Context: an optimization exercise on an open-source flow, tuned for small area, a short achievable clock period and few clock cycles. The choices shown serve that exercise and are no tape-out recipe.
Where RTL was checked, it was by simulation tests only, not by an equivalence proof against the original.
No functional check of the RTL was part of runs 1 and 4 to 6.
Power is estimated from default activity; no workload was simulated.

--- run.sh ---
#!/bin/bash
# synth_recipe.tcl (not shown) runs the flow's synth.tcl, then flattens the netlist and writes it again
# the make line also repeats each setting of config.mk as NAME=value (left out here)
make -C /OpenROAD-flow-scripts/flow DESIGN_CONFIG=/design/flow/config.mk WORK_HOME=/design/flow/orfs CLKGATE_MAP_FILE= SYNTH_SCRIPT=/design/flow/synth_recipe.tcl finish
--- config.mk ---
export PLATFORM = sky130hd
export DESIGN_NAME = matrix_saddle_point_count
export DESIGN_NICKNAME = matrix_saddle_point_count
export VERILOG_FILES = /design/flow/design.v
export SDC_FILE = /design/flow/constraint.sdc
export NUM_CORES = 4
export LEC_CHECK = 0
export ABC_AREA = 1
export CAP_MARGIN = 20
export CORE_MARGIN = 2
export CORE_UTILIZATION = 65
export CTS_BUF_LIST = sky130_fd_sc_hd__clkbuf_4 sky130_fd_sc_hd__clkbuf_8
export PLACE_DENSITY = 0.75
export SETUP_SLACK_MARGIN = 5.0
export SLEW_MARGIN = 20
export SYNTH_MEMORY_MAX_BITS = 16384
--- constraint.sdc ---
create_clock -name core_clock -period 8.0 [get_ports {clk_i}]
set_input_delay 1.6000 -clock core_clock [delete_from_list [all_inputs] [get_ports {clk_i}]]
set_output_delay 1.6000 -clock core_clock [all_outputs]
set_load 0.01 [all_outputs]
--- design.v ---
package msp_pkg;
  localparam int DATA_W    = 32;
  localparam int CFG_W     = 5;
  localparam int CFG_IDX_W = 1;
  localparam int COUNT_W   = 10;
  localparam int CFG_MAX   = 31;
  typedef enum logic [CFG_IDX_W-1:0] {
    REG_ROW_COUNT = 1'b0,
    REG_COL_COUNT = 1'b1
  } msp_reg_e;
  typedef enum logic [2:0] {
    ST_LOAD,
    ST_FETCH,
    ST_CMP,
    ST_DRAIN,
    ST_ACC,
    ST_EMIT
  } msp_state_e;
  typedef struct packed {
    logic load;
    logic start;
    logic fetch;
    logic compare;
    logic accum;
    logic emit;
  } msp_cmd_t;
  typedef struct packed {
    logic load_last;
    logic cmp_last;
    logic elem_last;
  } msp_status_t;
endpackage
module msp_cmp (
  input  logic [31:0] a_i,
  input  logic [31:0] b_i,
  output logic        gt_o,    
  output logic        eq_o     
);
  logic [31:0] a, b;
  logic [31:0] g0, l0;
  logic [15:0] g1, l1;
  logic [7:0]  g2, l2;
  logic [3:0]  g3, l3;
  logic [1:0]  g4, l4;
  logic        g5, l5;
  assign a = {~a_i[31], a_i[30:0]};
  assign b = {~b_i[31], b_i[30:0]};
  assign g0 = a & ~b;
  assign l0 = ~a & b;
  for (genvar i = 0; i < 16; i++) begin : g_l1
    assign g1[i] = g0[2*i+1] | (~l0[2*i+1] & g0[2*i]);
    assign l1[i] = l0[2*i+1] | (~g0[2*i+1] & l0[2*i]);
  end
  for (genvar i = 0; i < 8; i++) begin : g_l2
    assign g2[i] = g1[2*i+1] | (~l1[2*i+1] & g1[2*i]);
    assign l2[i] = l1[2*i+1] | (~g1[2*i+1] & l1[2*i]);
  end
  for (genvar i = 0; i < 4; i++) begin : g_l3
    assign g3[i] = g2[2*i+1] | (~l2[2*i+1] & g2[2*i]);
    assign l3[i] = l2[2*i+1] | (~g2[2*i+1] & l2[2*i]);
  end
  for (genvar i = 0; i < 2; i++) begin : g_l4
    assign g4[i] = g3[2*i+1] | (~l3[2*i+1] & g3[2*i]);
    assign l4[i] = l3[2*i+1] | (~g3[2*i+1] & l3[2*i]);
  end
  assign g5 = g4[1] | (~l4[1] & g4[0]);
  assign l5 = l4[1] | (~g4[1] & l4[0]);
  assign gt_o = g5;
  assign eq_o = ~g5 & ~l5;
endmodule
module matrix_saddle_point_count #(
  parameter int MAX_ROWS = 16,
  parameter int MAX_COLS = 16
) (
  input  logic                              clk_i,
  input  logic                              rst_ni,
  input  logic                              elem_valid_i,
  output logic                              elem_ready_o,
  input  logic signed [msp_pkg::DATA_W-1:0] elem_value_i,
  output logic                              count_valid_o,
  input  logic                              count_ready_i,
  output logic [msp_pkg::COUNT_W-1:0]       count_o,
  input  logic                              cfg_we_i,
  input  logic [msp_pkg::CFG_IDX_W-1:0]     cfg_idx_i,
  input  logic [msp_pkg::CFG_W-1:0]         cfg_data_i
);
  localparam int DW = msp_pkg::DATA_W;
  typedef logic signed [DW-1:0] data_t;
  logic [3:0] rows_m1, cols_m1;    
  logic [3:0] ring_m1_q;           
  logic [3:0] ring_m1_d;
  function automatic logic [3:0] eff_m1(input logic [4:0] v);
    logic [4:0] t;
    t = v - 5'd1;
    if (v == 5'd0)       eff_m1 = 4'd0;
    else if (v > 5'd16)  eff_m1 = 4'd15;
    else                 eff_m1 = t[3:0];
  endfunction
  assign ring_m1_d = (cols_m1 == 4'd0) ? 4'd1 : cols_m1;
  function automatic logic [3:0] inc_ring(input logic [3:0] v, input logic [3:0] m1);
    inc_ring = (v == m1) ? 4'd0 : v + 4'd1;
  endfunction
  logic       ready_q;
  logic       ld_first_q;       
  logic [3:0] ld_col_q;         
  logic [3:0] ld_row_q;         
  logic       ld_lastcol_q;     
  logic       ld_lastrow_q;     
  logic [3:0] ring_col_q;       
  logic       acc;
  data_t      x_q;
  logic       x_v_q, x_row0_q, x_last_q;
  logic       count_valid_q;
  logic [1:0] count_q;
  assign acc = elem_valid_i & ready_q;
  data_t h_min_q, h_max_q;
  data_t t_min_q, t_max_q;
  data_t s7_min_q [7];
  data_t s7_max_q [7];
  data_t s4_min_q [4];
  data_t s4_max_q [4];
  data_t s2_min_q [2];
  data_t s2_max_q [2];
  data_t s1_min_q, s1_max_q;
  data_t m7_min, m7_max, m4_min, m4_max, m2_min, m2_max, m1_min, m1_max;
  logic  use7_q, use4_q, use2_q, use1_q;
  logic  use7, use4, use2, use1;
  logic [3:0] seg_len;    
  logic [2:0] seg_rem;
  assign seg_len = ring_m1_d - 4'd1;
  assign use7    = (seg_len >= 4'd7);
  assign seg_rem = use7 ? seg_len[2:0] + 3'd1 : seg_len[2:0];
  assign use4    = seg_rem[2];
  assign use2    = seg_rem[1];
  assign use1    = seg_rem[0];
  assign m7_min = use7_q ? s7_min_q[6] : t_min_q;
  assign m7_max = use7_q ? s7_max_q[6] : t_max_q;
  assign m4_min = use4_q ? s4_min_q[3] : m7_min;
  assign m4_max = use4_q ? s4_max_q[3] : m7_max;
  assign m2_min = use2_q ? s2_min_q[1] : m4_min;
  assign m2_max = use2_q ? s2_max_q[1] : m4_max;
  assign m1_min = use1_q ? s1_min_q : m2_min;
  assign m1_max = use1_q ? s1_max_q : m2_max;
  logic       lt_min, eq_min, gt_max, eq_max;
  logic       gt_rmax, eq_rmax, lt_rmin, eq_rmin;
  logic       take_min, take_max;
  data_t      rmax_q, rmin_q;
  logic [3:0] rmax_idx_q, rmin_idx_q;
  logic       rmax_ok_q, rmin_ok_q;       
  logic [3:0] c1_idx_q, c2_idx_q;
  logic       c1_ok_q, c2_ok_q;
  logic       x_c0, x_lastcol;
  logic       up_rmax, up_rmin;
  logic       rmax_ok_d, rmin_ok_d;
  logic [3:0] rmax_idx_d, rmin_idx_d;
  logic       hit1, hit2;
  logic       c1_ok_d, c2_ok_d;
  msp_cmp u_cmp_min  (.a_i(h_min_q), .b_i(x_q), .gt_o(lt_min),  .eq_o(eq_min));
  msp_cmp u_cmp_max  (.a_i(x_q), .b_i(h_max_q), .gt_o(gt_max),  .eq_o(eq_max));
  msp_cmp u_cmp_rmax (.a_i(x_q), .b_i(rmax_q),  .gt_o(gt_rmax), .eq_o(eq_rmax));
  msp_cmp u_cmp_rmin (.a_i(rmin_q), .b_i(x_q),  .gt_o(lt_rmin), .eq_o(eq_rmin));
  assign x_c0      = (ring_col_q == 4'd0);
  assign x_lastcol = (ring_col_q == cols_m1);
  assign take_min = x_v_q & (x_row0_q | lt_min);
  assign take_max = x_v_q & (x_row0_q | gt_max);
  assign up_rmax = x_c0 | gt_rmax;
  assign up_rmin = x_c0 | lt_rmin;
  always_comb begin
    if (up_rmax) begin
      rmax_ok_d  = x_row0_q | lt_min;
      rmax_idx_d = ring_col_q;
    end else begin
      rmax_ok_d  = rmax_ok_q & ~eq_rmax;
      rmax_idx_d = rmax_idx_q;
    end
    if (up_rmin) begin
      rmin_ok_d  = x_row0_q | gt_max;
      rmin_idx_d = ring_col_q;
    end else begin
      rmin_ok_d  = rmin_ok_q & ~eq_rmin;
      rmin_idx_d = rmin_idx_q;
    end
  end
  assign hit1 = (ring_col_q == c1_idx_q) & (lt_min | eq_min);
  assign hit2 = (ring_col_q == c2_idx_q) & (gt_max | eq_max);
  assign c1_ok_d = x_lastcol ? (rmax_ok_d | (~x_row0_q & c1_ok_q & ~hit1)) : (c1_ok_q & ~hit1);
  assign c2_ok_d = x_lastcol ? (rmin_ok_d | (~x_row0_q & c2_ok_q & ~hit2)) : (c2_ok_q & ~hit2);
  always_ff @(posedge clk_i) begin
    x_q <= elem_value_i;
    h_min_q <= m1_min;
    h_max_q <= m1_max;
    t_min_q <= take_min ? x_q : h_min_q;
    t_max_q <= take_max ? x_q : h_max_q;
    s7_min_q[0] <= t_min_q;
    s7_max_q[0] <= t_max_q;
    for (int k = 1; k < 7; k++) begin
      s7_min_q[k] <= s7_min_q[k-1];
      s7_max_q[k] <= s7_max_q[k-1];
    end
    s4_min_q[0] <= m7_min;
    s4_max_q[0] <= m7_max;
    for (int k = 1; k < 4; k++) begin
      s4_min_q[k] <= s4_min_q[k-1];
      s4_max_q[k] <= s4_max_q[k-1];
    end
    s2_min_q[0] <= m4_min;
    s2_max_q[0] <= m4_max;
    s2_min_q[1] <= s2_min_q[0];
    s2_max_q[1] <= s2_max_q[0];
    s1_min_q <= m2_min;
    s1_max_q <= m2_max;
    if (x_v_q) begin
      if (up_rmax) rmax_q <= x_q;
      if (up_rmin) rmin_q <= x_q;
      rmax_idx_q <= rmax_idx_d;
      rmin_idx_q <= rmin_idx_d;
      rmax_ok_q  <= rmax_ok_d;
      rmin_ok_q  <= rmin_ok_d;
      c1_ok_q    <= c1_ok_d;
      c2_ok_q    <= c2_ok_d;
      if (x_lastcol) begin
        if (rmax_ok_d) c1_idx_q <= rmax_idx_d;
        if (rmin_ok_d) c2_idx_q <= rmin_idx_d;
      end
    end
  end
  logic [3:0] rows_m1_d, cols_m1_d;
  logic       ld_first_d, ld_lastcol_d, ld_lastrow_d;
  logic [3:0] ld_col_d, ld_row_d, ring_col_d;
  logic       count_valid_d, ready_d;
  logic       done;
  assign done = x_v_q & x_last_q;
  logic       cv_next;
  logic       ready_cfg, ready_acc, ready_hold;
  logic [3:0] ring_col_p2, ld_col_p1;
  logic       cfg_last, acc_last, acc_match;
  assign cv_next     = done | (count_valid_q & ~count_ready_i);
  assign ring_col_p2 = inc_ring(inc_ring(ring_col_q, ring_m1_q), ring_m1_q);
  assign ld_col_p1   = ld_lastcol_q ? 4'd0 : ld_col_q + 4'd1;
  assign cfg_last    = (cfg_data_i[4:1] == 4'd0)
                       & (cfg_idx_i ? (rows_m1 == 4'd0) : (cols_m1 == 4'd0));
  assign ready_cfg   = ~(cfg_last & cv_next);
  assign acc_last    = ld_lastcol_q ? ((cols_m1 == 4'd0) & (ld_lastrow_q ? (rows_m1 == 4'd0)
                                                                           : (ld_row_q + 4'd1 == rows_m1)))
                                    : ((ld_col_q + 4'd1 == cols_m1) & ld_lastrow_q);
  assign acc_match   = ld_first_q ? (ld_col_p1 == 4'd1) : (ring_col_p2 == ld_col_p1);
  assign ready_acc   = ((ld_lastcol_q & ld_lastrow_q) | acc_match)
                       & ~(acc_last & (cv_next | (ld_lastcol_q & ld_lastrow_q)));
  assign ready_hold  = (ld_first_q | (ring_col_p2 == ld_col_q))
                       & ~(ld_lastcol_q & ld_lastrow_q & cv_next);
  always_comb begin
    rows_m1_d    = rows_m1;
    cols_m1_d    = cols_m1;
    ld_first_d   = ld_first_q;
    ld_col_d     = ld_col_q;
    ld_row_d     = ld_row_q;
    ld_lastcol_d = ld_lastcol_q;
    ld_lastrow_d = ld_lastrow_q;
    ring_col_d   = (acc & ld_first_q) ? 4'd0 : inc_ring(ring_col_q, ring_m1_q);
    if (cfg_we_i) begin
      if (cfg_idx_i == 1'b0) rows_m1_d = eff_m1(cfg_data_i);
      else                   cols_m1_d = eff_m1(cfg_data_i);
      ld_first_d   = 1'b1;
      ld_col_d     = 4'd0;
      ld_row_d     = 4'd0;
      ld_lastcol_d = (cols_m1_d == 4'd0);
      ld_lastrow_d = (rows_m1_d == 4'd0);
    end else if (acc) begin
      ld_first_d = ld_lastcol_q & ld_lastrow_q;
      if (ld_lastcol_q) begin
        ld_col_d     = 4'd0;
        ld_lastcol_d = (cols_m1 == 4'd0);
        if (ld_lastrow_q) begin
          ld_row_d     = 4'd0;
          ld_lastrow_d = (rows_m1 == 4'd0);
        end else begin
          ld_row_d     = ld_row_q + 4'd1;
          ld_lastrow_d = (ld_row_q + 4'd1 == rows_m1);
        end
      end else begin
        ld_col_d     = ld_col_q + 4'd1;
        ld_lastcol_d = (ld_col_q + 4'd1 == cols_m1);
      end
    end
    count_valid_d = done | (count_valid_q & ~count_ready_i);
    ready_d = cfg_we_i ? ready_cfg : (acc ? ready_acc : ready_hold);
  end
  always_ff @(posedge clk_i or negedge rst_ni) begin
    if (!rst_ni) begin
      rows_m1       <= 4'd3;
      cols_m1       <= 4'd3;
      ring_m1_q     <= 4'd3;
      use7_q        <= 1'b0;
      use4_q        <= 1'b0;
      use2_q        <= 1'b1;
      use1_q        <= 1'b0;
      ld_first_q    <= 1'b1;
      ld_col_q      <= 4'd0;
      ld_row_q      <= 4'd0;
      ld_lastcol_q  <= 1'b0;
      ld_lastrow_q  <= 1'b0;
      ring_col_q    <= 4'd0;
      ready_q       <= 1'b1;
      x_v_q         <= 1'b0;
      x_row0_q      <= 1'b0;
      x_last_q      <= 1'b0;
      count_valid_q <= 1'b0;
      count_q       <= 2'd0;
    end else begin
      rows_m1       <= rows_m1_d;
      cols_m1       <= cols_m1_d;
      ring_m1_q     <= ring_m1_d;
      use7_q        <= use7;
      use4_q        <= use4;
      use2_q        <= use2;
      use1_q        <= use1;
      ld_first_q    <= ld_first_d;
      ld_col_q      <= ld_col_d;
      ld_row_q      <= ld_row_d;
      ld_lastcol_q  <= ld_lastcol_d;
      ld_lastrow_q  <= ld_lastrow_d;
      ring_col_q    <= ring_col_d;
      ready_q       <= ready_d;
      x_v_q         <= acc;
      x_row0_q      <= (ld_row_q == 4'd0);
      x_last_q      <= ld_lastcol_q & ld_lastrow_q;
      count_valid_q <= count_valid_d;
      if (done) count_q <= {c1_ok_d & c2_ok_d, c1_ok_d ^ c2_ok_d};
    end
  end
  assign elem_ready_o  = ready_q;
  assign count_valid_o = count_valid_q;
  assign count_o       = {{(msp_pkg::COUNT_W-2){1'b0}}, count_q};
endmodule
==> impl_metrics.py, run 1 <==
metrics = {
    "critical_path": {
        "crit_family": "flip-flops",
        "r2r_cells": 14,
        "end_kind": "primary output",
        "start_kind": "register",
        "crit_buf_inv": 1,
        "r2r-start": "x_q[29]",
        "slowest_delay_ns": 0.54,
        "path_cells": "buf_6",
        "cp.required_ns": 6.40,
        "critPathMaxFanout": 2,
        "slowest_stage": "dfstp_2",
        "worstReg2RegEnd": "count_q[0]",
        "endpoint": "elem_ready_o",
        "rrSetupSlack_ns": 5.16,
        "cp_data_arrival_time_ns": 1.43,
        "crit_start": "ready_q",
        "critPathKind": "reg2out",
        "path_depth": 1,
    },
    "clock_tree": {
        "clock_path_buffers": 3,
        "cts_tree": "done",
        "numCtsBuffers": 166,
        "clk_latency_ns": 0.81,
        "path_clk_slew_ns": 0.06,
        "clkSinkCount": 1178,
        "hold_buffers": 0,
        "htree_levels": 4,
        "cts_root_buffer": "clkbuf_8",
    },
    "finish": {
        "drive_gt1_share_pct": 15.96,
        "area_growth_pct": 14.19,
        "post-route-util_pct": 75.27,
        "nets": 3132,
        "antennaDiodeCount": 0,
    },
    "grt": {
        "grt-ovfl-total": 0,
        "antenna_found_initial": 0,
        "grt_first_pass_wirelength_mm": 101.1,
        "grt_pass1_vias": 20250,
        "grt_max_degree": 85,
        "grtUsageTotal_pct": 24.19,
    },
    "floorplanning": {
        "fp-row-count": 82,
        "core_sq_um": 50170,
        "start_util_pct": 65.91,
        "fp.dieW_um": 229.6,
        "die_area_sq_um": 52700,
        "die_h_um": 229.6,
        "io_pins": 55,
    },
    "route": {
        "via_count": 19710,
        "drt_iter0_markers": 1245,
        "antenna_left": 0,
        "first_pass_iters": 7,
        "drcViolationCount": 0,
        "wl_mm": 62.06,
        "detail_route.wl_per_cell_um": 15.99,
        "via_per_inst": 5.080,
    },
    "timing": {
        "fmax_ghz": 0.3298,
        "holdWs_ns": 0.3115,
        "rsz0062_at_grt": "yes",
        "finalSetupTns_ns": 0,
        "drv_slew": 0,
        "setup_viol": 0,
        "hold_violations": 0,
        "finalClockSkew_ns": 0.03089,
        "slew_headroom_pct": 29.94,
        "post-route-period-util_pct": 37.90,
        "min_period_ns": 3.032,
        "tightest_slew_ns": 1.051,
    },
    "hold_path": {
        "holdPathStages": 0,
        "hold_class": "reg2reg",
    },
    "flow_run": {
        "cap_violations": 0,
    },
    "placed_design": {
        "place_congestion": 0.8606,
        "dp_hpwl_mm": 36.20,
        "port_buffers": 46,
    },
    "power_and_ir_drop": {
        "fin_total_pwr_mw": 16.63,
        "p_per_area_nw_per_um2": 440.4,
        "leakagePower_nw": 16.74,
        "irDropWorstVdd_v": 0.0002506,
    },
    "yosys": {
        "synth_cells": 2921,
        "avgSynthCellArea_sq_um": 11.32,
        "ys.flop_type": "dfxtp_1",
        "yosys_register_bits": 1178,
        "netlist_area_sq_um": 33070,
        "ys_types": 50,
        "synth-edff-count": 84,
        "async_flop_share_pct": 3.226,
        "yosysSeqAreaShare_pct": 74.46,
        "ys_warn_count": 7,
    },
    "status": {
        "status": "timing/DRC/antenna clean",
    },
}
-- cells by family (layout without fill, tap and decap cells) --
group	after synthesis	after routing	synth area share, %
multiplexers	66	66	2.247
other	1	8	0.01134
AND/OR/NAND/NOR	1044	1045	12.54
flip-flops	1178	1178	74.46
XOR/XNOR	26	26	0.6886
AO/OA/AOI/OAI	347	347	6.394
buffers and inverters	249	528	3.273
adder cells (fa/ha/maj)	10	10	0.3784
-- layer usage --
layer	wire length (um)	track usage [%]	vias to the layer above
met5	0	0	-
met4	1644	10.06	0
met3	2948	5.615	132
met2	29080	39.27	471
met1	28380	31.35	9333
li1	-	-	9775
-- timing repair --
| action | CTS | global route |
|---|---|---|
| buffers inserted | 1 | 9 |
| pin swaps | 1 | 2 |
| gates resized for setup | 19 | 28 |
| setup endpoints to repair | 58 | 107 |
| gates cloned | 1 | 0 |
-- flip-flops by register name, summed over array words and instances (netlist names), 64 cells and up --
signal and flops:
s2_max_q 64, s2_min_q 64, s4_max_q 128, s4_min_q 128
s7_max_q 224, s7_min_q 224
-- synthesized netlist by cell type (10+ instances only) --
| cell type | count | area, sq um |
|---|---|---|
| o21ai_0 | 75 | 375.4 |
| o21ai_1 | 34 | 170.2 |
| nor3_1 | 36 | 180.2 |
| buf_2 | 10 | 50.05 |
| clkbuf_1 | 35 | 131.4 |
| o21ai_2 | 33 | 289.0 |
| a31oi_1 | 107 | 669.4 |
| buf_1 | 13 | 48.80 |
| o22ai_1 | 12 | 75.07 |
| mux2_2 | 66 | 743.2 |
| o21a_1 | 14 | 105.1 |
| dfrtp_1 | 29 | 725.7 |
| nand2_1 | 761 | 2856 |
| edfxtp_1 | 84 | 2522 |
| inv_1 | 138 | 518.0 |
| ha_1 | 10 | 125.1 |
| dfxtp_1 | 1056 | 21140 |
| a21oi_1 | 47 | 235.2 |
| nor2_1 | 164 | 615.6 |
| xor2_1 | 22 | 192.7 |
| buf_6 | 11 | 123.9 |
| buf_4 | 14 | 105.1 |
| nand3_1 | 38 | 190.2 |
| inv_2 | 25 | 93.84 |
-- area by class of cell --
| class | instances | area (sq um) |
|---|---|---|
| Clock inverter | 26 | 158.9 |
| Fill cell | 3261 | 12410 |
| Sequential cell | 1178 | 24640 |
| Timing Repair Buffer | 65 | 638.1 |
| Clock buffer | 271 | 3361 |
| Tap cell | 672 | 840.8 |
| Inverter | 166 | 638.1 |
| Multi-Input combinational cell | 1502 | 7481 |
-- where the power goes --
group,leakage (nW),switching (mW),internal (mW),total (mW)
clock network,1.89,2.10,2.65,4.75
logic,4.73,1.72,0.931,2.65
registers,10.1,0.815,8.41,9.23
total,16.7,4.63,12.0,16.6
-- placed cells by master (no fill, tap or decap), drive strengths merged, types with 12 or more instances in the layout --
master,instances
a21oi,48
clkbuf,271
clkdlybuf4s50,42
o21ai,142
nor3,36
inv,166
clkinv,21
dfrtp,29
nand2,769
buf,23
a31oi,107
xor2,22
edfxtp,84
mux2,66
nand3,40
or2,13
o21a,14
o22ai,12
nor2,172
dfxtp,1056
-- through the flow --
step                      cell area (sq um)  instances  setup slack [ns]
after CTS                             37590       3871             4.790
after floorplan                       33100       2928             5.270
after global placement                34020       3571             4.685
after detailed placement              34050       3572             4.625
final                                 37760       3880             4.968
after global routing                  37760       3880             4.908
-- worst min-delay path by stage --
stage / startpoint / end / slack, ns
after global placement: s7_min_q[5][27] / s7_min_q[6][27] / 0.31
after floorplan: s2_max_q[0][0] / s2_max_q[1][0] / 0.31
after CTS: s7_max_q[2][31] / s7_max_q[3][31] / 0.32
after detailed placement: s7_max_q[5][14] / s7_max_q[6][14] / 0.31
after global routing: s7_min_q[5][0] / s7_min_q[6][0] / 0.32
final: s7_max_q[5][20] / s7_max_q[6][20] / 0.31
==> inputs of run 2 (changes only) <==
--- a/design.v
+++ b/design.v
@@ -300,7 +300,7 @@
       ld_lastcol_q  <= 1'b0;
       ld_lastrow_q  <= 1'b0;
       ring_col_q    <= 4'd0;
-      ready_q       <= 1'b1;
+      ready_q       <= 1'b0;
       x_v_q         <= 1'b0;
       x_row0_q      <= 1'b0;
       x_last_q      <= 1'b0;
--- a/config.mk
+++ b/config.mk
@@ -9,7 +9,9 @@
 export CAP_MARGIN = 20
 export CORE_MARGIN = 2
 export CORE_UTILIZATION = 65
-export CTS_BUF_LIST = sky130_fd_sc_hd__clkbuf_4 sky130_fd_sc_hd__clkbuf_8
+export CTS_BUF_LIST = sky130_fd_sc_hd__clkbuf_8 sky130_fd_sc_hd__clkbuf_16
+export CTS_CLUSTER_DIAMETER = 60
+export CTS_CLUSTER_SIZE = 20
 export PLACE_DENSITY = 0.75
 export SETUP_SLACK_MARGIN = 5.0
 export SLEW_MARGIN = 20
==> run 2 against run 1 <==
Net effect:
- still clean
- cell area down 4.0%
- routed wire length down 3.9%
- sequential power about the same
- synthesized cell count unchanged
- clock-buffer cell count down 197
- via count down 3.3%
- critical path depth unchanged
- global-route usage down 1.2 points
- utilization down 3.0 points
- clock power down 27%
- first-iteration DRC count up 16%
- sequential share of layout area up 2.7 points
- critical endpoint unchanged
==> impl_metrics.py, run 2 <==
metrics = {
    "finish": {
        "fillers": 3422,
        "final_cell_mix": "dfxtp_1, nand2_1, nor2_1",
        "post-route-util_pct": 72.29,
        "nets": 3036,
        "reg_top3": "s7_max_q x224, s7_min_q x224",
        "drive_gt1_share_pct": 10.09,
        "area_growth_pct": 9.683,
        "final_common_cell": "dfxtp_1",
        "antennaDiodeCount": 0,
    },
    "yosys": {
        "yosysMostFrequentCell": "dfxtp_1",
        "yosys.area.top_type_share_pct": 63.93,
        "ys_types": 50,
        "synthSimpleGateAreaFrac_pct": 12.54,
        "synth_area_leaders": "dfxtp_1, nand2_1, edfxtp_1",
        "synth.area.mux_share_pct": 2.248,
        "avgSynthCellArea_sq_um": 11.32,
        "ys_warn_count": 7,
        "synth_top_cell_by_area": "dfxtp_1",
        "synthXorXnorAreaFrac_pct": 0.6886,
        "synth_top_family_by_area": "simple AND/OR/NAND/NOR gates",
        "async_flop_share_pct": 3.226,
        "ys.flop_type": "dfxtp_1",
        "synth_fa_ha_area_share_pct": 0.3784,
        "yosys-top-cells-count": "dfxtp_1, nand2_1, nor2_1, inv_1, a31oi_1",
        "synth_cells": 2921,
        "yosysSeqAreaShare_pct": 74.46,
        "synth-edff-count": 84,
        "synth_compound_area_share_pct": 6.394,
        "yosys_register_bits": 1178,
        "netlist_area_sq_um": 33070,
    },
    "power_and_ir_drop": {
        "p_int_mw": 11.00,
        "p_per_area_nw_per_um2": 422.1,
        "irDropWorstVdd_v": 0.0002300,
        "power_frac_seq_pct": 60.3,
        "p_clk_share_pct": 22.7,
        "power.net_switching_mw": 4.311,
        "sw_frac_of_total_pct": 28.16,
        "fin_total_pwr_mw": 15.31,
        "comb_power_share_pct": 17.0,
        "leakagePower_nw": 15.91,
    },
    "floorplanning": {
        "start_util_pct": 65.91,
        "fp-row-count": 82,
        "die_area_sq_um": 52690,
        "die_h_um": 229.6,
        "core_sq_um": 50170,
        "fp.dieW_um": 229.6,
        "io_pins": 55,
    },
    "timing": {
        "tightest_slew_ns": 1.064,
        "hold_violations": 0,
        "setup_ws_ns": 5.129,
        "fmax_ghz": 0.3483,
        "rsz0062_at_grt": "yes",
        "post-route-period-util_pct": 35.89,
        "min_period_ns": 2.871,
        "slew_headroom_pct": 29.05,
        "setup_viol": 0,
        "finalClockSkew_ns": 0.02158,
        "finalSetupTns_ns": 0,
        "drv_slew": 0,
    },
    "critical_path": {
        "slowest_delay_ns": 0.38,
        "critPathKind": "reg2out",
        "worstReg2RegEnd": "count_q[0]",
        "r2r-start": "x_q[31]",
        "cp_data_arrival_time_ns": 1.27,
        "slowest_stage": "dfrtp_1",
        "start_kind": "register",
        "cp.required_ns": 6.40,
        "path_cells": "dlygate4sd2_1",
        "r2r_cells": 15,
        "critPathMaxFanout": 2,
        "end_kind": "primary output",
        "rrSetupSlack_ns": 5.15,
        "crit_family": "flip-flops",
        "crit_buf_inv": 1,
    },
    "route": {
        "detail_route.wl_per_cell_um": 16.18,
        "wl_met1_mm": 27.49,
        "route.met2.wl_mm": 28.21,
        "wl_met3_mm": 2.533,
        "via_per_inst": 5.173,
        "via_count": 19070,
        "drcViolationCount": 0,
        "drt_iter0_markers": 1438,
        "antenna_left": 0,
        "first_pass_iters": 7,
        "wl_mm": 59.63,
        "highest_layer": "met4",
    },
    "grt": {
        "grt-ovfl-total": 0,
        "grt_max_degree": 89,
        "grt_first_pass_wirelength_mm": 96.77,
        "antenna_found_initial": 0,
        "grtUsageTotal_pct": 23.02,
        "grt_pass1_vias": 18850,
    },
    "hold_path": {
        "hold_class": "reg2reg",
        "hp-start": "s4_min_q[1][3]",
        "holdPathStages": 0,
        "min_to": "s4_min_q[2][3]",
    },
    "placed_design": {
        "place_congestion": 0.8611,
        "dp_hpwl_mm": 35.81,
        "port_buffers": 46,
        "post-place-ws_ns": 4.559,
    },
    "clock_tree": {
        "cts_tree": "done",
        "clk_latency_ns": 0.62,
        "htree_levels": 3,
        "clkSinkCount": 1178,
        "path_clk_slew_ns": 0.08,
        "clock_path_buffers": 3,
        "hold_buffers": 0,
        "numCtsBuffers": 70,
        "cts_root_buffer": "clkbuf_16",
    },
    "status": {
        "status": "timing/DRC/antenna clean",
    },
    "flow_run": {
        "cap_violations": 0,
    },
}
run 2: power by group through the flow:
stage | combinational [mW] | clock (mW) | sequential, mW
4_1_cts | 2.57 | 3.54 | 9.25
3_3_place_gp | 2.41 | 0 | 9.23
3_5_place_dp | 2.51 | 0 | 9.33
6_report | 2.61 | 3.47 | 9.23
2_1_floorplan | 1.95 | 0 | 8.96
5_1_grt | 2.95 | 3.77 | 9.46
run 2: worst max-delay path by stage:
stage                             start           end  slack [ns]  cells after the start
after floorplan                 x_q[27]     rmax_q[0]        5.27                     14
after global placement    cfg_data_i[0]  ld_lastcol_q        4.71                     13
after detailed placement  cfg_data_i[0]  ld_lastrow_q        4.56                     11
after CTS                       x_q[15]    count_q[0]        4.97                     15
after global routing      cfg_data_i[0]  ld_lastcol_q        4.99                     11
final                           ready_q  elem_ready_o        5.13                      1
run 2: metrics by stage:
| stage | instances | area (sq um) | hold WS [ns] |
|---|---|---|---|
| after floorplan | 2928 | 33100 | 0.3096 |
| after global placement | 3571 | 34020 | 0.3096 |
| after detailed placement | 3571 | 34020 | 0.3121 |
| after CTS | 3677 | 36050 | 0.3131 |
| after global routing | 3686 | 36270 | 0.3168 |
| final | 3686 | 36270 | 0.3186 |
run 2: what timing repair did:
action,4_1_cts,5_1_grt
buffers inserted,1,9
setup endpoints to repair,86,91
gates cloned,2,0
pin swaps,1,3
hold endpoints to repair,0,0
gates resized for setup,8,42
run 2: logic make-up (layout without fill, tap and decap cells):
| kind of cell | after synthesis | in the layout |
|---|---|---|
| compound gates | 347 | 347 |
| flops | 1178 | 1178 |
| simple gates | 1044 | 1046 |
| other cells | 1 | 8 |
| mux | 66 | 66 |
| buf+inv | 249 | 333 |
| xor+xnor | 26 | 26 |
| fa+ha+maj | 10 | 10 |
run 2: per-layer routing:
metal  up-vias  global-route usage, %
li1       9508                      -
met1      9051                  31.18
met2       410                  38.48
met3        98                  3.411
met4         0                  7.102
met5         -                      0
run 2: cell type report:
cell class	instances	area (sq um)	share of cell area, %
Sequential cell	1178	24650	67.96
Clock buffer	74	1841	5.075
Multi-Input combinational cell	1503	7518	20.73
Tap cell	672	840.8	2.318
Clock inverter	29	155.1	0.4278
Timing Repair Buffer	64	631.9	1.742
Inverter	166	635.6	1.752
Testbench counts of run 2, summed over its fixed seeds: cycles 13,850.
==> inputs of run 3 (changes only) <==
==> flow/run.sh (new file) <==
#!/bin/bash
# Standard layout, with timing repair aimed below the clock period: the repair steps
# work towards a setup slack of SETUP_SLACK_MARGIN ns at the design's clock period.
set -euo pipefail
bash standard.sh SETUP_SLACK_MARGIN=5.4 finish > standard_flow.log 2>&1
==> standard.sh (new file) <==
#!/bin/bash
# synth_recipe.tcl (not shown) runs the flow's synth.tcl, then flattens the netlist and writes it again
# the make line also repeats each setting of config.mk as NAME=value (left out here)
make -C /OpenROAD-flow-scripts/flow DESIGN_CONFIG=/design/flow/config.mk WORK_HOME=/design/flow/orfs CLKGATE_MAP_FILE= SYNTH_SCRIPT=/design/flow/synth_recipe.tcl "${@:-finish}"
--- a/config.mk
+++ b/config.mk
@@ -9,10 +9,9 @@
 export CAP_MARGIN = 20
 export CORE_MARGIN = 2
 export CORE_UTILIZATION = 65
-export CTS_BUF_LIST = sky130_fd_sc_hd__clkbuf_8 sky130_fd_sc_hd__clkbuf_16
-export CTS_CLUSTER_DIAMETER = 60
-export CTS_CLUSTER_SIZE = 20
+export CTS_BUF_LIST = sky130_fd_sc_hd__clkbuf_4 sky130_fd_sc_hd__clkbuf_8
+export CTS_CLUSTER_DIAMETER = 50
+export CTS_CLUSTER_SIZE = 16
 export PLACE_DENSITY = 0.75
-export SETUP_SLACK_MARGIN = 5.0
 export SLEW_MARGIN = 20
 export SYNTH_MEMORY_MAX_BITS = 16384
removed: run.sh
==> run 3 against run 2 <==
Net effect:
- critical path depth is the same
- combinational power grew 7%
- via count grew 1.4%
- still clean
- largest cell class unchanged
- critical endpoint is now count_o[0]
==> impl_metrics.py, run 3 <==
metrics = {
    "timing": {
        "fmax_ghz": 0.3530,
        "post-route-period-util_pct": 35.41,
        "holdWs_ns": 0.3170,
        "setup_ws_ns": 5.167,
        "finalClockSkew_ns": 0.03743,
        "tightest_slew_ns": 1.051,
        "finalSetupTns_ns": 0,
        "min_period_ns": 2.833,
        "drv_slew": 0,
        "setup_viol": 0,
        "slew_headroom_pct": 29.94,
        "hold_violations": 0,
        "rsz0062_at_grt": "yes",
    },
    "finish": {
        "fin_cells": 3747,
        "fillers": 3377,
        "multi_input_area_sq_um": 7896,
        "final_cell_mix": "dfxtp_1, nand2_1, nor2_1",
        "antennaDiodeCount": 0,
        "regArea_sq_um": 24690,
        "post-route-util_pct": 73.10,
        "area_growth_pct": 10.90,
        "drive_gt1_share_pct": 15.58,
        "reg_top3": "s7_max_q x224, s7_min_q x224",
        "nets": 3083,
        "final_common_cell": "dfxtp_1",
    },
    "critical_path": {
        "cp.required_ns": 6.40,
        "rrSetupSlack_ns": 5.39,
        "slowest_delay_ns": 0.39,
        "cp_data_arrival_time_ns": 1.23,
        "critPathKind": "reg2out",
        "crit_buf_inv": 1,
        "start_kind": "register",
        "path_cells": "buf_2",
        "slowest_stage": "dfrtp_1",
        "end_kind": "primary output",
        "crit_family": "flip-flops",
        "critPathMaxFanout": 2,
    },
    "clock_tree": {
        "numCtsBuffers": 90,
        "cts_root_buffer": "clkbuf_8",
        "cts_tree": "done",
        "path_clk_slew_ns": 0.10,
        "htree_levels": 3,
        "clk_latency_ns": 0.71,
        "clock_path_buffers": 3,
        "clkSinkCount": 1178,
    },
    "route": {
        "antenna_left": 0,
        "via_per_inst": 5.161,
        "first_pass_iters": 5,
        "detail_route.wl_per_cell_um": 16.56,
        "drcViolationCount": 0,
        "wl_mm": 62.06,
        "drt_iter0_markers": 1312,
        "via_count": 19340,
    },
    "yosys": {
        "avgSynthCellArea_sq_um": 11.32,
        "synth_top_family_by_area": "simple AND/OR/NAND/NOR gates",
        "yosysSeqAreaShare_pct": 74.46,
        "netlist_area_sq_um": 33070,
        "synth_fa_ha_area_share_pct": 0.3784,
        "synthXorXnorAreaFrac_pct": 0.6886,
        "yosys_register_bits": 1178,
        "synthSimpleGateAreaFrac_pct": 12.54,
        "async_flop_share_pct": 3.226,
        "yosys-top-cells-count": "dfxtp_1, nand2_1, nor2_1, inv_1, a31oi_1",
        "synth_top_cell_by_area": "dfxtp_1",
        "synth_area_leaders": "dfxtp_1, nand2_1, edfxtp_1",
        "synth.area.mux_share_pct": 2.248,
        "synth_compound_area_share_pct": 6.394,
        "synth_cells": 2921,
        "ys_types": 50,
        "yosysMostFrequentCell": "dfxtp_1",
        "ys_warn_count": 7,
        "yosys.area.top_type_share_pct": 63.93,
        "synth-edff-count": 84,
        "ys.flop_type": "dfxtp_1",
    },
    "status": {
        "status": "timing/DRC/antenna clean",
    },
    "placed_design": {
        "dp_hpwl_mm": 35.85,
        "dp.cells": 3571,
        "post-place-ws_ns": 4.599,
        "port_buffers": 46,
        "place_congestion": 0.8433,
    },
    "floorplanning": {
        "die_area_sq_um": 52690,
        "io_pins": 55,
        "die_h_um": 229.6,
        "fp.dieW_um": 229.6,
        "core_sq_um": 50170,
        "fp-row-count": 82,
        "start_util_pct": 65.91,
    },
    "grt": {
        "grt_max_degree": 87,
        "grtUsageTotal_pct": 23.08,
        "grt_first_pass_wirelength_mm": 97.19,
        "grt-ovfl-total": 0,
        "grt_pass1_vias": 19240,
        "antenna_found_initial": 0,
    },
    "power_and_ir_drop": {
        "irDropWorstVdd_v": 0.0002669,
        "p_per_area_nw_per_um2": 411.5,
        "leakagePower_nw": 15.94,
    },
    "flow_run": {
        "cap_violations": 0,
    },
    "hold_path": {
        "hold_class": "reg2reg",
    },
}
[run 3: routing by layer]
layer,routed length [um],track usage [%]
met5,0,0
met3,2861,3.909
met2,29010,38.09
met4,1953,8.157
met1,28240,30.94
[run 3: through the flow]
| step | cell area, sq um | total power, mW |
|---|---|---|
| final | 36670 | 15.09 |
| after global routing | 36670 | 15.95 |
| after CTS | 36200 | 15.03 |
| after detailed placement | 34060 | 11.85 |
| after global placement | 34060 | 11.64 |
| after floorplan | 33140 | 10.91 |
[run 3: final timing paths]
check,from,endpoint,depth (start not counted)
min in group asynchronous,rst_ni,use7_q,2
worst min-delay path,s4_max_q[2][29],s4_max_q[3][29],0
worst max register to register,x_q[15],count_q[0],14
worst min register to register,s4_max_q[2][29],s4_max_q[3][29],0
max in group asynchronous,rst_ni,ring_col_q[0],2
worst max-delay path,count_q[0],count_o[0],1
[run 3: cell families after synthesis]
group | after synthesis
mux | 66
flops | 1178
other cells | 1
buf+inv | 249
simple gates | 1044
compound gates | 347
xor+xnor | 26
fa+ha+maj | 10
[run 3: power breakdown]
| part | total (mW) | internal (mW) | switching, mW |
|---|---|---|---|
| clock network | 3.08 | 1.27 | 1.81 |
| registers | 9.23 | 8.40 | 0.838 |
| logic | 2.78 | 1.03 | 1.76 |
| total | 15.1 | 10.7 | 4.41 |
[run 3: area by class of cell]
class	count	share of cell area (%)
flip-flops and latches	1178	67.32
multi-input cells	1506	21.53
clock inverters	28	0.7642
repair buffers	88	2.412
well taps	672	2.293
clock buffers	109	3.801
inverters	166	1.880
[run 3: repair_timing]
action / CTS / global route
endpoints found under the setup margin: 146 / 153
pin swaps: 12 / 21
hold buffers: 0 / 0
resized for setup: 108 / 83
gates cloned: 2 / 4
setup buffers: 19 / 14
==> inputs of run 4 (changes only) <==
--- a/design.v
+++ b/design.v
@@ -263,8 +263,8 @@
       ld_first_d   = 1'b1;
       ld_col_d     = 4'd0;
       ld_row_d     = 4'd0;
-      ld_lastcol_d = (cols_m1_d == 4'd0);
-      ld_lastrow_d = (rows_m1_d == 4'd0);
+      ld_lastcol_d = cfg_idx_i ? (cfg_data_i[4:1] == 4'd0) : (cols_m1 == 4'd0);
+      ld_lastrow_d = cfg_idx_i ? (rows_m1 == 4'd0) : (cfg_data_i[4:1] == 4'd0);
     end else if (acc) begin
       ld_first_d = ld_lastcol_q & ld_lastrow_q;
       if (ld_lastcol_q) begin
==> flow/run.sh (replaced) <==
#!/bin/bash
# Standard layout, with timing repair aimed below the clock period: the repair steps
# work towards a setup slack of SETUP_SLACK_MARGIN ns at the design's clock period.
set -euo pipefail
bash standard.sh SETUP_SLACK_MARGIN=5.7 finish > standard_flow.log 2>&1
==> run 4 against run 3 <==
Net effect:
- fmax down 1.4%
- register-to-register slack better by 0.03 ns
- via count up 5.8%
- highest routed layer unchanged
- cell count up 1.8%
- largest power group unchanged
- still clean on timing, DRC and antenna
- largest cell class unchanged
- sequential power up 1%
- critical path type unchanged
==> impl_metrics.py, run 4 <==
metrics = {
    "critical_path": {
        "crit_family": "flip-flops",
        "r2r_cells": 14,
        "slowest_stage": "dfrtp_1",
        "critPathKind": "reg2out",
        "crit_buf_inv": 1,
        "end_kind": "primary output",
        "path_depth": 1,
        "slowest_delay_ns": 0.43,
        "start_kind": "register",
        "critPathMaxFanout": 2,
        "rrSetupSlack_ns": 5.42,
        "worstReg2RegEnd": "count_q[0]",
        "r2r-start": "x_q[29]",
        "cp_data_arrival_time_ns": 1.27,
        "cp.required_ns": 6.40,
        "path_cells": "buf_6",
    },
    "floorplanning": {
        "core_sq_um": 50070,
        "io_pins": 55,
        "die_h_um": 229.0,
        "die_area_sq_um": 52460,
        "fp.dieW_um": 229.0,
        "fp-row-count": 82,
        "start_util_pct": 65.75,
    },
    "route": {
        "via_per_inst": 5.364,
        "drcViolationCount": 0,
        "drt_iter0_markers": 1557,
        "first_pass_iters": 6,
        "via_count": 20460,
        "wl_mm": 70.29,
        "detail_route.wl_per_cell_um": 18.42,
        "antenna_left": 0,
    },
    "clock_tree": {
        "path_clk_slew_ns": 0.09,
        "clock_path_buffers": 3,
        "cts_tree": "done",
        "hold_buffers": 0,
        "numCtsBuffers": 91,
        "clkSinkCount": 1178,
        "cts_root_buffer": "clkbuf_8",
        "clk_latency_ns": 0.73,
        "htree_levels": 3,
    },
    "grt": {
        "antenna_found_initial": 2,
        "grt_pass1_vias": 19850,
        "grt_max_degree": 91,
        "grt-ovfl-total": 0,
        "grt_first_pass_wirelength_mm": 103.2,
        "grtUsageTotal_pct": 24.85,
    },
    "placed_design": {
        "port_buffers": 46,
        "post-place-ws_ns": 4.768,
        "dp_hpwl_mm": 35.56,
        "place_congestion": 0.8629,
    },
    "timing": {
        "slew_headroom_pct": 31.27,
        "holdWs_ns": 0.3082,
        "fmax_ghz": 0.3481,
        "finalClockSkew_ns": 0.04219,
        "setup_ws_ns": 5.127,
        "hold_violations": 0,
        "rsz0062_at_grt": "yes",
        "post-route-period-util_pct": 35.91,
        "setup_viol": 0,
        "finalSetupTns_ns": 0,
        "tightest_slew_ns": 1.031,
        "min_period_ns": 2.873,
        "drv_slew": 0,
    },
    "finish": {
        "fillers": 3017,
        "final_cell_mix": "dfxtp_1, nand2_1, nor2_1",
        "drive_gt1_share_pct": 24.71,
        "reg_top3": "s7_max_q x224, s7_min_q x224",
        "regArea_sq_um": 24720,
        "area_growth_pct": 17.99,
        "nets": 3150,
        "final_common_cell": "dfxtp_1",
        "post-route-util_pct": 77.57,
        "multi_input_area_sq_um": 8927,
    },
    "yosys": {
        "synth-edff-count": 84,
        "synth_area_leaders": "dfxtp_1, nand2_1, edfxtp_1",
        "ys.flop_type": "dfxtp_1",
        "yosysSeqAreaShare_pct": 74.80,
        "ys_warn_count": 7,
        "yosys_register_bits": 1178,
        "yosys-top-cells-count": "dfxtp_1, nand2_1, nor2_1, inv_1, a31oi_1",
        "yosysMostFrequentCell": "dfxtp_1",
        "avgSynthCellArea_sq_um": 11.35,
        "ys_types": 54,
        "synth_cells": 2900,
        "synth_top_cell_by_area": "dfxtp_1",
        "async_flop_share_pct": 3.226,
        "yosys.area.top_type_share_pct": 64.22,
        "netlist_area_sq_um": 32920,
    },
    "power_and_ir_drop": {
        "leakagePower_nw": 16.77,
        "p_per_area_nw_per_um2": 415.9,
        "irDropWorstVdd_v": 0.0002894,
    },
    "status": {
        "status": "timing/DRC/antenna clean",
    },
    "hold_path": {
        "hold_class": "reg2reg",
        "holdPathStages": 0,
        "hp-start": "s7_min_q[2][16]",
        "min_to": "s7_min_q[3][16]",
    },
    "flow_run": {
        "cap_violations": 0,
    },
}
run 4: final cells by class:
class,count,share of cell area (%)
inverter,161,1.827
timing repair buffer,169,4.771
antenna,2,0.01289
sequential,1178,63.65
clock inverter,26,0.9117
multi-input combinational,1496,22.98
tap,672,2.165
clock buffer,111,3.676
run 4: where the power goes:
group	internal [mW]	leakage, nW	switching (mW)
Clock	1.39	0.917	1.83
Combinational	1.39	5.72	2.19
Sequential	8.42	10.1	0.936
run 4: metal layers:
layer  track usage (%)  share of wire, %  vias up
met2             39.80                47      704
met3             4.432               6.1      225
met1             33.81                43     9794
li1                  -                 -     9740
met4             10.04               4.5        0
met5                 0                 0        -
run 4: through the flow:
step                std cells  power [mW]  instance area (sq um)
floorplan                2907       11.02                  33040
global placement         3550       11.79                  33950
detailed placement       3550       11.98                  33950
CTS                      3749       15.50                  36980
global route             3815       16.98                  38840
finish                   3815       16.15                  38840
run 4: repair_timing:
item                                   in CTS  in global routing
setup buffers                              50                 56
setup endpoints to repair                 216                216
pin swaps                                  51                 77
resized for setup                         202                353
endpoints found under the hold margin       0                  0
cloned                                     12                  8
run 4: kinds of logic (layout without fill, tap and decap cells):
group | count (synthesis) | count (layout) | synth area share [%]
flops | 1178 | 1178 | 74.80
xor+xnor | 28 | 28 | 0.7449
mux | 66 | 66 | 2.258
buf+inv | 243 | 467 | 3.212
other cells | 1 | 10 | 0.01139
simple gates | 1031 | 1041 | 12.57
fa+ha+maj | 10 | 10 | 0.3801
compound gates | 343 | 343 | 6.024
run 4: worst max path at each step:
| stage | startpoint | endpoint | slack, ns |
|---|---|---|---|
| global route | count_q[0] | count_o[0] | 5.06 |
| CTS | count_q[0] | count_o[0] | 5.08 |
| global placement | cfg_data_i[1] | cols_m1[1] | 4.90 |
| floorplan | cfg_data_i[1] | cols_m1[3] | 5.61 |
| detailed placement | cfg_data_i[1] | rows_m1[1] | 4.77 |
| finish | count_q[0] | count_o[0] | 5.13 |
==> inputs of run 5 (changes only) <==
==> flow/run.sh (replaced) <==
#!/bin/bash
# Standard layout, with timing repair aimed below the clock period: the repair steps
# work towards a setup slack of SETUP_SLACK_MARGIN ns at the design's clock period.
set -euo pipefail
bash standard.sh SETUP_SLACK_MARGIN=5.25 finish > standard_flow.log 2>&1
==> run 5 against run 4 <==
Net effect:
- first-iteration DRC count fell by 12%
- worst hold slack improved by 0.011 ns
- power fell by 6.4%
- via count fell by 7.0%
- combinational power fell by 23%
- non-clock buffer count fell by 95
- highest routed layer unchanged
- clock-buffer cell count rose by 5
- synthesized cell count did not move
- largest power group unchanged
- cell area fell by 7.2%
==> impl_metrics.py, run 5 <==
metrics = {
    "status": {
        "status": "timing/DRC/antenna clean",
    },
    "grt": {
        "grt-ovfl-total": 0,
        "antenna_found_initial": 0,
        "grt_first_pass_wirelength_mm": 95.62,
        "grt.busiest_layer": "met2",
        "grt_use_met3_pct": 3.511,
        "grtUsageTotal_pct": 22.62,
        "grtUsageMet2_pct": 37.00,
        "grt_max_degree": 77,
        "grt_pass1_vias": 18780,
        "met1_usage_pct": 31.07,
    },
    "hold_path": {
        "hold_class": "reg2reg",
    },
    "critical_path": {
        "crit_family": "flip-flops",
        "crit_buf_inv": 1,
        "start_kind": "register",
        "critPathKind": "reg2out",
        "slowest_delay_ns": 0.39,
        "critPathMaxFanout": 2,
        "path_cells": "buf_2",
        "slowest_stage": "dfrtp_1",
        "end_kind": "primary output",
        "cp_data_arrival_time_ns": 1.23,
        "cp.required_ns": 6.40,
    },
    "route": {
        "antenna_left": 0,
        "detail_route.wl_per_cell_um": 15.99,
        "drcViolationCount": 0,
        "first_pass_iters": 7,
        "via_per_inst": 5.136,
        "via_count": 19020,
        "wl_mm": 59.22,
        "drt_iter0_markers": 1364,
    },
    "clock_tree": {
        "cts_root_buffer": "clkbuf_8",
        "cts_tree": "done",
        "numCtsBuffers": 88,
        "path_clk_slew_ns": 0.10,
        "clock_path_buffers": 3,
        "clk_latency_ns": 0.71,
        "clkSinkCount": 1178,
        "htree_levels": 3,
    },
    "yosys": {
        "synth_cells": 2900,
        "yosysSeqAreaShare_pct": 74.80,
        "ys.flop_type": "dfxtp_1",
        "yosys_register_bits": 1178,
        "ys_warn_count": 7,
        "synth_top_cell_by_area": "dfxtp_1",
        "yosys-top-cells-count": "dfxtp_1, nand2_1, nor2_1, inv_1, a31oi_1",
        "async_flop_share_pct": 3.226,
        "avgSynthCellArea_sq_um": 11.35,
        "yosysMostFrequentCell": "dfxtp_1",
        "netlist_area_sq_um": 32920,
        "synth-edff-count": 84,
        "synth_area_leaders": "dfxtp_1, nand2_1, edfxtp_1",
        "yosys.area.top_type_share_pct": 64.22,
        "ys_types": 54,
    },
    "timing": {
        "holdWs_ns": 0.3189,
        "finalClockSkew_ns": 0.02997,
        "drv_slew": 0,
        "slew_headroom_pct": 35.13,
        "post-route-period-util_pct": 35.32,
        "rsz0062_at_grt": "yes",
        "setup_viol": 0,
        "tightest_slew_ns": 0.9731,
        "finalSetupTns_ns": 0,
        "fmax_ghz": 0.3539,
        "min_period_ns": 2.826,
        "setup_ws_ns": 5.174,
        "hold_violations": 0,
    },
    "floorplanning": {
        "die_area_sq_um": 52460,
        "core_sq_um": 50070,
        "die_h_um": 229.0,
        "io_pins": 55,
        "fp.dieW_um": 229.0,
        "fp-row-count": 82,
        "start_util_pct": 65.75,
    },
    "power_and_ir_drop": {
        "leakagePower_nw": 15.74,
        "irDropWorstVdd_v": 0.0002653,
        "fin_total_pwr_mw": 15.12,
        "p_per_area_nw_per_um2": 419.2,
    },
    "finish": {
        "final_cell_mix": "dfxtp_1, nand2_1, nor2_1",
        "drive_gt1_share_pct": 12.37,
        "fin_cells": 3704,
        "post-route-util_pct": 72.02,
        "final_common_cell": "dfxtp_1",
        "area_growth_pct": 9.540,
        "nets": 3044,
        "antennaDiodeCount": 0,
        "fillers": 3481,
        "reg_top3": "s7_max_q x224, s7_min_q x224",
        "finalInstanceArea_sq_um": 36060,
    },
    "placed_design": {
        "dp.cells": 3551,
        "place_area_sq_um": 33890,
        "place_congestion": 0.8514,
        "port_buffers": 46,
        "post-place-ws_ns": 4.702,
        "dp_hpwl_mm": 35.98,
    },
    "flow_run": {
        "cap_violations": 0,
    },
}
[run 5: report_power, final]
part	internal (mW)	leakage, nW	switching [mW]
clock network	1.34	0.877	1.76
logic	0.980	4.74	1.77
registers	8.42	10.1	0.855
total	10.7	15.7	4.38
[run 5: cell families (layout without fill, tap and decap cells)]
family	count (synthesis)	in the layout	share of synthesized area [%]
AOI/OAI and AO/OA	343	343	6.024
muxes	66	66	2.258
and+or+nand+nor	1031	1033	12.57
other	1	8	0.01139
xor gates and xnor gates	28	28	0.7449
buffers and inverters	243	366	3.212
DFF	1178	1178	74.80
adders and majority gates	10	10	0.3801
[run 5: layout make-up]
| class | instances | area (sq um) | area share [%] |
|---|---|---|---|
| clock inverters | 15 | 211.5 | 0.5864 |
| flip-flops and latches | 1178 | 24670 | 68.41 |
| multi-input cells | 1488 | 7515 | 20.84 |
| well taps | 672 | 840.8 | 2.332 |
| clock buffers | 116 | 1484 | 4.115 |
| inverters | 161 | 639.4 | 1.773 |
| repair buffers | 74 | 701.9 | 1.947 |
[run 5: worst paths after layout]
check	cells after the start	slack, ns	endpoint	startpoint
max	1	5.17	count_o[0]	count_q[0]
min	0	0.32	s4_max_q[3][7]	s4_max_q[2][7]
max reg2reg	17	5.22	count_q[0]	x_q[12]
min reg2reg	0	0.32	s4_max_q[3][7]	s4_max_q[2][7]
max in group asynchronous	2	6.31	rows_m1[0]	rst_ni
min in group asynchronous	2	1.32	ld_col_q[1]	rst_ni
[run 5: repair_timing]
item / 4_1_cts / 5_1_grt
endpoints found under the hold margin: 0 / 0
pin swaps: 11 / 4
gates cloned: 2 / 0
setup buffers: 12 / 8
resized for setup: 61 / 52
setup endpoints to repair: 101 / 121
hold buffers: 0 / 0
[run 5: routing by layer]
| layer | wire length, um | vias to the layer above |
|---|---|---|
| li1 | - | 9495 |
| met1 | 27560 | 8959 |
| met2 | 27470 | 473 |
| met3 | 2876 | 95 |
| met4 | 1321 | 0 |
| met5 | 0 | - |
==> inputs of run 6 (changes only) <==
==> flow/run.sh (replaced) <==
#!/bin/bash
# Standard layout, with timing repair aimed below the clock period: the repair steps
# work towards a setup slack of SETUP_SLACK_MARGIN ns at the design's clock period.
set -euo pipefail
bash standard.sh SETUP_SLACK_MARGIN=5.4 finish > standard_flow.log 2>&1
--- a/config.mk
+++ b/config.mk
@@ -8,10 +8,10 @@
 export ABC_AREA = 1
 export CAP_MARGIN = 20
 export CORE_MARGIN = 2
-export CORE_UTILIZATION = 65
+export CORE_UTILIZATION = 80
 export CTS_BUF_LIST = sky130_fd_sc_hd__clkbuf_4 sky130_fd_sc_hd__clkbuf_8
 export CTS_CLUSTER_DIAMETER = 50
 export CTS_CLUSTER_SIZE = 16
-export PLACE_DENSITY = 0.75
+export PLACE_DENSITY = 0.86
 export SLEW_MARGIN = 20
 export SYNTH_MEMORY_MAX_BITS = 16384
==> run 6 against run 5 <==
Net effect:
- first-iteration DRC count up 48%
- synthesized area did not move
- routed wire length rose by 19%
- clock power shrank 5%
- still clean on timing, DRC and antenna
==> impl_metrics.py, run 6 <==
metrics = {
    "status": {
        "status": "timing/DRC/antenna clean",
    },
    "route": {
        "antenna_left": 0,
        "wl_mm": 70.56,
        "via_per_inst": 5.682,
        "drcViolationCount": 0,
        "detail_route.wl_per_cell_um": 19.70,
        "drt_iter0_markers": 2014,
        "via_count": 20350,
        "first_pass_iters": 6,
    },
    "timing": {
        "hold_violations": 0,
        "fmax_ghz": 0.3497,
        "rsz0062_at_grt": "yes",
        "drv_slew": 0,
        "min_period_ns": 2.860,
        "post-route-period-util_pct": 35.75,
        "tightest_slew_ns": 1.124,
        "setup_viol": 0,
        "holdWs_ns": 0.3170,
        "finalClockSkew_ns": 0.03950,
        "finalSetupTns_ns": 0,
        "slew_headroom_pct": 25.09,
        "setup_ws_ns": 5.140,
    },
    "finish": {
        "reg_top3": "s7_max_q x224, s7_min_q x224",
        "drive_gt1_share_pct": 14.72,
        "final_cell_mix": "dfxtp_1, nand2_1, nor2_1",
        "nets": 3068,
        "antennaDiodeCount": 0,
        "area_growth_pct": 9.977,
        "final_common_cell": "dfxtp_1",
        "finalInstanceArea_sq_um": 36200,
        "post-route-util_pct": 88.87,
        "fin_cells": 3582,
        "fillers": 1765,
    },
    "critical_path": {
        "slowest_stage": "dfrtp_1",
        "critPathMaxFanout": 2,
        "crit_buf_inv": 1,
        "crit_family": "flip-flops",
        "start_kind": "register",
        "path_cells": "buf_2",
        "slowest_delay_ns": 0.41,
        "critPathKind": "reg2out",
        "end_kind": "primary output",
        "cp.required_ns": 6.40,
        "cp_data_arrival_time_ns": 1.26,
    },
    "yosys": {
        "ys_types": 54,
        "ys.flop_type": "dfxtp_1",
        "netlist_area_sq_um": 32920,
        "synth_area_leaders": "dfxtp_1, nand2_1, edfxtp_1",
        "yosys.area.top_type_share_pct": 64.22,
        "synth_compound_area_share_pct": 6.024,
        "synth_top_cell_by_area": "dfxtp_1",
        "synth-edff-count": 84,
        "yosysSeqAreaShare_pct": 74.80,
        "async_flop_share_pct": 3.226,
        "avgSynthCellArea_sq_um": 11.35,
        "synth_top_family_by_area": "simple AND/OR/NAND/NOR gates",
        "ys_warn_count": 7,
        "yosysMostFrequentCell": "dfxtp_1",
        "synthXorXnorAreaFrac_pct": 0.7450,
        "synthSimpleGateAreaFrac_pct": 12.57,
        "synth.area.mux_share_pct": 2.258,
        "yosys-top-cells-count": "dfxtp_1, nand2_1, nor2_1, inv_1, a31oi_1",
        "synth_fa_ha_area_share_pct": 0.3801,
        "synth_cells": 2900,
        "yosys_register_bits": 1178,
    },
    "grt": {
        "grt_max_degree": 91,
        "grt_use_met3_pct": 5.149,
        "grtUsageMet2_pct": 54.12,
        "grt_pass1_vias": 20290,
        "grt_first_pass_wirelength_mm": 104.7,
        "antenna_found_initial": 0,
        "grt.busiest_layer": "met2",
        "grt-ovfl-total": 0,
        "met1_usage_pct": 40.50,
        "grtUsageTotal_pct": 31.73,
    },
    "placed_design": {
        "place_area_sq_um": 33710,
        "dp_hpwl_mm": 39.81,
        "dp.cells": 3411,
        "place_congestion": 0.9102,
        "port_buffers": 46,
        "post-place-ws_ns": 4.767,
    },
    "floorplanning": {
        "die_h_um": 206.9,
        "core_sq_um": 40740,
        "start_util_pct": 80.80,
        "fp.dieW_um": 206.9,
        "die_area_sq_um": 42790,
        "fp-row-count": 74,
        "io_pins": 55,
    },
    "clock_tree": {
        "clk_latency_ns": 0.72,
        "cts_tree": "done",
        "cts_root_buffer": "clkbuf_8",
        "htree_levels": 3,
        "clock_path_buffers": 3,
        "hold_buffers": 0,
        "clkSinkCount": 1178,
        "path_clk_slew_ns": 0.10,
        "numCtsBuffers": 84,
    },
    "flow_run": {
        "cap_violations": 0,
    },
    "hold_path": {
        "hold_class": "reg2reg",
    },
    "power_and_ir_drop": {
        "leakagePower_nw": 15.81,
        "fin_total_pwr_mw": 15.42,
        "irDropWorstVdd_v": 0.0002985,
        "p_per_area_nw_per_um2": 425.9,
    },
}
run 6: power by group:
group | internal [mW] | switching (mW) | leakage, nW
logic | 1.06 | 2.06 | 4.90
registers | 8.42 | 0.947 | 10.1
clock network | 1.18 | 1.75 | 0.780
run 6: logic make-up after synthesis:
family / after synthesis
AO/OA/AOI/OAI: 343
XOR/XNOR: 28
adder cells (fa/ha/maj): 10
buffers and inverters: 243
flip-flops: 1178
multiplexers: 66
other: 1
AND/OR/NAND/NOR: 1031
run 6: timing repair:
action / in CTS / in global routing
endpoints found under the setup margin: 134 / 135
gates resized for setup: 84 / 114
pin swaps: 13 / 26
buffers inserted: 22 / 24
cloned: 2 / 2
run 6: cell type report:
class / count / area (sq um) / area share [%]
inverters: 161 / 663.1 / 1.832
well taps: 532 / 665.6 / 1.839
clock inverters: 10 / 116.4 / 0.3214
multi-input cells: 1490 / 7751 / 21.41
flip-flops and latches: 1178 / 24700 / 68.22
clock buffers: 111 / 1371 / 3.788
repair buffers: 100 / 938.4 / 2.592
run 6: routing by layer:
layer,vias up,wire length [um]
met2,869,35100
met3,214,4128
met1,9741,28590
met4,0,2745
met5,-,0
li1,9528,-
run 6: path summary, 6_finish.rpt:
path	start	to	slack, ns	cells after the start
setup / recovery	count_q[0]	count_o[0]	5.14	1
hold / removal	s4_max_q[1][25]	s4_max_q[2][25]	0.32	0
setup reg to reg	x_q[23]	count_q[0]	5.25	16
hold reg to reg	s4_max_q[1][25]	s4_max_q[2][25]	0.32	0
max in group asynchronous	rst_ni	use7_q	6.30	2
min in group asynchronous	rst_ni	count_valid_q	1.32	2
==> inputs of run 7 (changes only) <==
--- a/design.v
+++ b/design.v
@@ -263,8 +263,8 @@
       ld_first_d   = 1'b1;
       ld_col_d     = 4'd0;
       ld_row_d     = 4'd0;
-      ld_lastcol_d = cfg_idx_i ? (cfg_data_i[4:1] == 4'd0) : (cols_m1 == 4'd0);
-      ld_lastrow_d = cfg_idx_i ? (rows_m1 == 4'd0) : (cfg_data_i[4:1] == 4'd0);
+      ld_lastcol_d = (cols_m1_d == 4'd0);
+      ld_lastrow_d = (rows_m1_d == 4'd0);
     end else if (acc) begin
       ld_first_d = ld_lastcol_q & ld_lastrow_q;
       if (ld_lastcol_q) begin
==> run.sh (new file) <==
#!/bin/bash
# synth_recipe.tcl (not shown) runs the flow's synth.tcl, then flattens the netlist and writes it again
# the make line also repeats each setting of config.mk as NAME=value (left out here)
make -C /OpenROAD-flow-scripts/flow DESIGN_CONFIG=/design/flow/config.mk WORK_HOME=/design/flow/orfs CLKGATE_MAP_FILE= SYNTH_SCRIPT=/design/flow/synth_recipe.tcl finish
--- a/config.mk
+++ b/config.mk
@@ -8,10 +8,11 @@
 export ABC_AREA = 1
 export CAP_MARGIN = 20
 export CORE_MARGIN = 2
-export CORE_UTILIZATION = 80
+export CORE_UTILIZATION = 65
 export CTS_BUF_LIST = sky130_fd_sc_hd__clkbuf_4 sky130_fd_sc_hd__clkbuf_8
 export CTS_CLUSTER_DIAMETER = 50
 export CTS_CLUSTER_SIZE = 16
-export PLACE_DENSITY = 0.86
+export PLACE_DENSITY = 0.75
+export SETUP_SLACK_MARGIN = 5.0
 export SLEW_MARGIN = 20
 export SYNTH_MEMORY_MAX_BITS = 16384
removed: flow/run.sh
removed: standard.sh
==> run 7 against run 6 <==
Net effect:
- highest routed layer unchanged
- clock-buffer cell count stayed put
- still clean on timing, DRC and antenna
- sequential cell count stayed put
- largest power group unchanged
- fmax is 2.5% lower
- combinational power is 17% lower
- largest cell class unchanged
==> impl_metrics.py, run 7 <==
metrics = {
    "status": {
        "status": "timing/DRC/antenna clean",
    },
    "route": {
        "detail_route.wl_per_cell_um": 16.02,
        "first_pass_iters": 5,
        "drt_iter0_markers": 1302,
        "wl_mm": 59.41,
        "antenna_left": 0,
    },
    "placed_design": {
        "place_congestion": 0.8611,
        "port_buffers": 46,
    },
    "clock_tree": {
        "clkSinkCount": 1178,
        "cts_tree": "done",
        "cts_root_buffer": "clkbuf_8",
        "clock_path_buffers": 3,
        "path_clk_slew_ns": 0.09,
        "htree_levels": 3,
        "clk_latency_ns": 0.70,
    },
    "floorplanning": {
        "io_pins": 55,
        "fp.dieW_um": 229.6,
        "start_util_pct": 65.91,
        "die_h_um": 229.6,
        "die_area_sq_um": 52690,
    },
    "power_and_ir_drop": {
        "irDropWorstVdd_v": 0.0002265,
        "leakagePower_nw": 15.67,
        "p_clk_share_pct": 20.3,
        "sw_frac_of_total_pct": 28.63,
        "p_per_area_nw_per_um2": 413.5,
        "fin_total_pwr_mw": 14.82,
        "comb_power_share_pct": 17.5,
        "p_int_mw": 10.57,
        "power.net_switching_mw": 4.242,
    },
    "critical_path": {
        "critPathKind": "reg2out",
        "crit_family": "flip-flops",
        "slowest_delay_ns": 0.39,
        "slowest_stage": "dfrtp_1",
        "path_depth": 1,
        "end_kind": "primary output",
        "crit_buf_inv": 1,
        "cp_data_arrival_time_ns": 1.33,
        "cp.required_ns": 6.40,
        "path_cells": "clkdlybuf4s15_1",
    },
    "timing": {
        "post-route-period-util_pct": 36.67,
        "holdWs_ns": 0.3185,
        "setup_viol": 0,
        "finalSetupTns_ns": 0,
        "rsz0062_at_grt": "no",
        "finalClockSkew_ns": 0.02272,
        "tightest_slew_ns": 1.064,
        "fmax_ghz": 0.3409,
        "slew_headroom_pct": 29.04,
        "hold_violations": 0,
    },
    "finish": {
        "reg_top3": "s7_max_q x224, s7_min_q x224",
        "drive_gt1_share_pct": 11.26,
        "nets": 3053,
        "antennaDiodeCount": 0,
        "final_cell_mix": "dfxtp_1, nand2_1, nor2_1",
    },
    "yosys": {
        "ys_types": 50,
        "yosysSeqAreaShare_pct": 74.46,
        "synth_cells": 2921,
        "netlist_area_sq_um": 33070,
        "synth_area_leaders": "dfxtp_1, nand2_1, edfxtp_1",
        "synth-edff-count": 84,
        "yosys_register_bits": 1178,
        "synth_top_cell_by_area": "dfxtp_1",
        "avgSynthCellArea_sq_um": 11.32,
        "yosys.area.top_type_share_pct": 63.93,
        "yosys-top-cells-count": "dfxtp_1, nand2_1, nor2_1, inv_1, a31oi_1",
        "yosysMostFrequentCell": "dfxtp_1",
    },
    "grt": {
        "antenna_found_initial": 0,
        "grt_first_pass_wirelength_mm": 95.90,
        "grt-ovfl-total": 0,
    },
    "hold_path": {
        "hold_class": "reg2reg",
    },
    "flow_run": {
        "cap_violations": 0,
    },
}
==> run 7: what timing repair did <==
action,in CTS,in global routing
pin swaps,1,3
buffers inserted,1,8
endpoints found under the hold margin,0,0
resized for setup,12,34
setup endpoints to repair,88,71
cloned,2,1
==> run 7: power groups by stage <==
| stage | clock network [mW] | registers (mW) | logic [mW] |
|---|---|---|---|
| 2_1_floorplan | 0 | 8.96 | 1.95 |
| 3_3_place_gp | 0 | 9.23 | 2.41 |
| 3_5_place_dp | 0 | 9.33 | 2.51 |
| 4_1_cts | 3.08 | 9.24 | 2.56 |
| 5_1_grt | 3.30 | 9.45 | 2.94 |
| 6_report | 3.00 | 9.22 | 2.59 |
==> run 7: cell type report <==
class / instances / area (sq um)
repair inverters: 1 / 7.507
multi-input cells: 1503 / 7486
inverters: 166 / 634.4
flip-flops and latches: 1178 / 24640
clock inverters: 15 / 182.7
well taps: 672 / 840.8
fillers: 3561 / 14340
clock buffers: 111 / 1409
repair buffers: 63 / 624.3
==> run 7: per-stage QoR <==
step	setup slack (ns)	instance area, sq um	cells
final	5.067	35830	3709
after floorplan	5.270	33100	2928
after global placement	4.707	34020	3571
after CTS	4.968	35660	3700
after detailed placement	4.559	34020	3571
after global routing	4.979	35830	3709
==> run 7: worst paths after layout <==
check	start	end	slack, ns
worst max register to register	x_q[15]	count_q[0]	5.12
worst max-delay path	ready_q	elem_ready_o	5.07
worst min register to register	s7_max_q[0][21]	s7_max_q[1][21]	0.32
min in group asynchronous	rst_ni	count_q[0]	1.31
worst min-delay path	s7_max_q[0][21]	s7_max_q[1][21]	0.32
max in group asynchronous	rst_ni	ld_first_q	6.32
==> run 7: per-layer routing <==
| metal | global-route usage (%) | wire, um | vias up |
|---|---|---|---|
| li1 | - | - | 9534 |
| met1 | 30.83 | 27380 | 9019 |
| met2 | 37.57 | 27640 | 445 |
| met3 | 3.374 | 2898 | 111 |
| met4 | 8.239 | 1488 | 0 |
| met5 | 0 | 0 | - |
==> run 7: cells by family after synthesis <==
| family | Yosys count | synth area share, % |
|---|---|---|
| simple gates | 1044 | 12.54 |
| compound gates | 347 | 6.394 |
| xor+xnor | 26 | 0.6886 |
| other cells | 1 | 0.01134 |
| flops | 1178 | 74.46 |
| buf+inv | 249 | 3.273 |
| fa+ha+maj | 10 | 0.3784 |
| mux | 66 | 2.248 |
Testbench counts of run 7, summed over its fixed seeds: cycles 13,850.
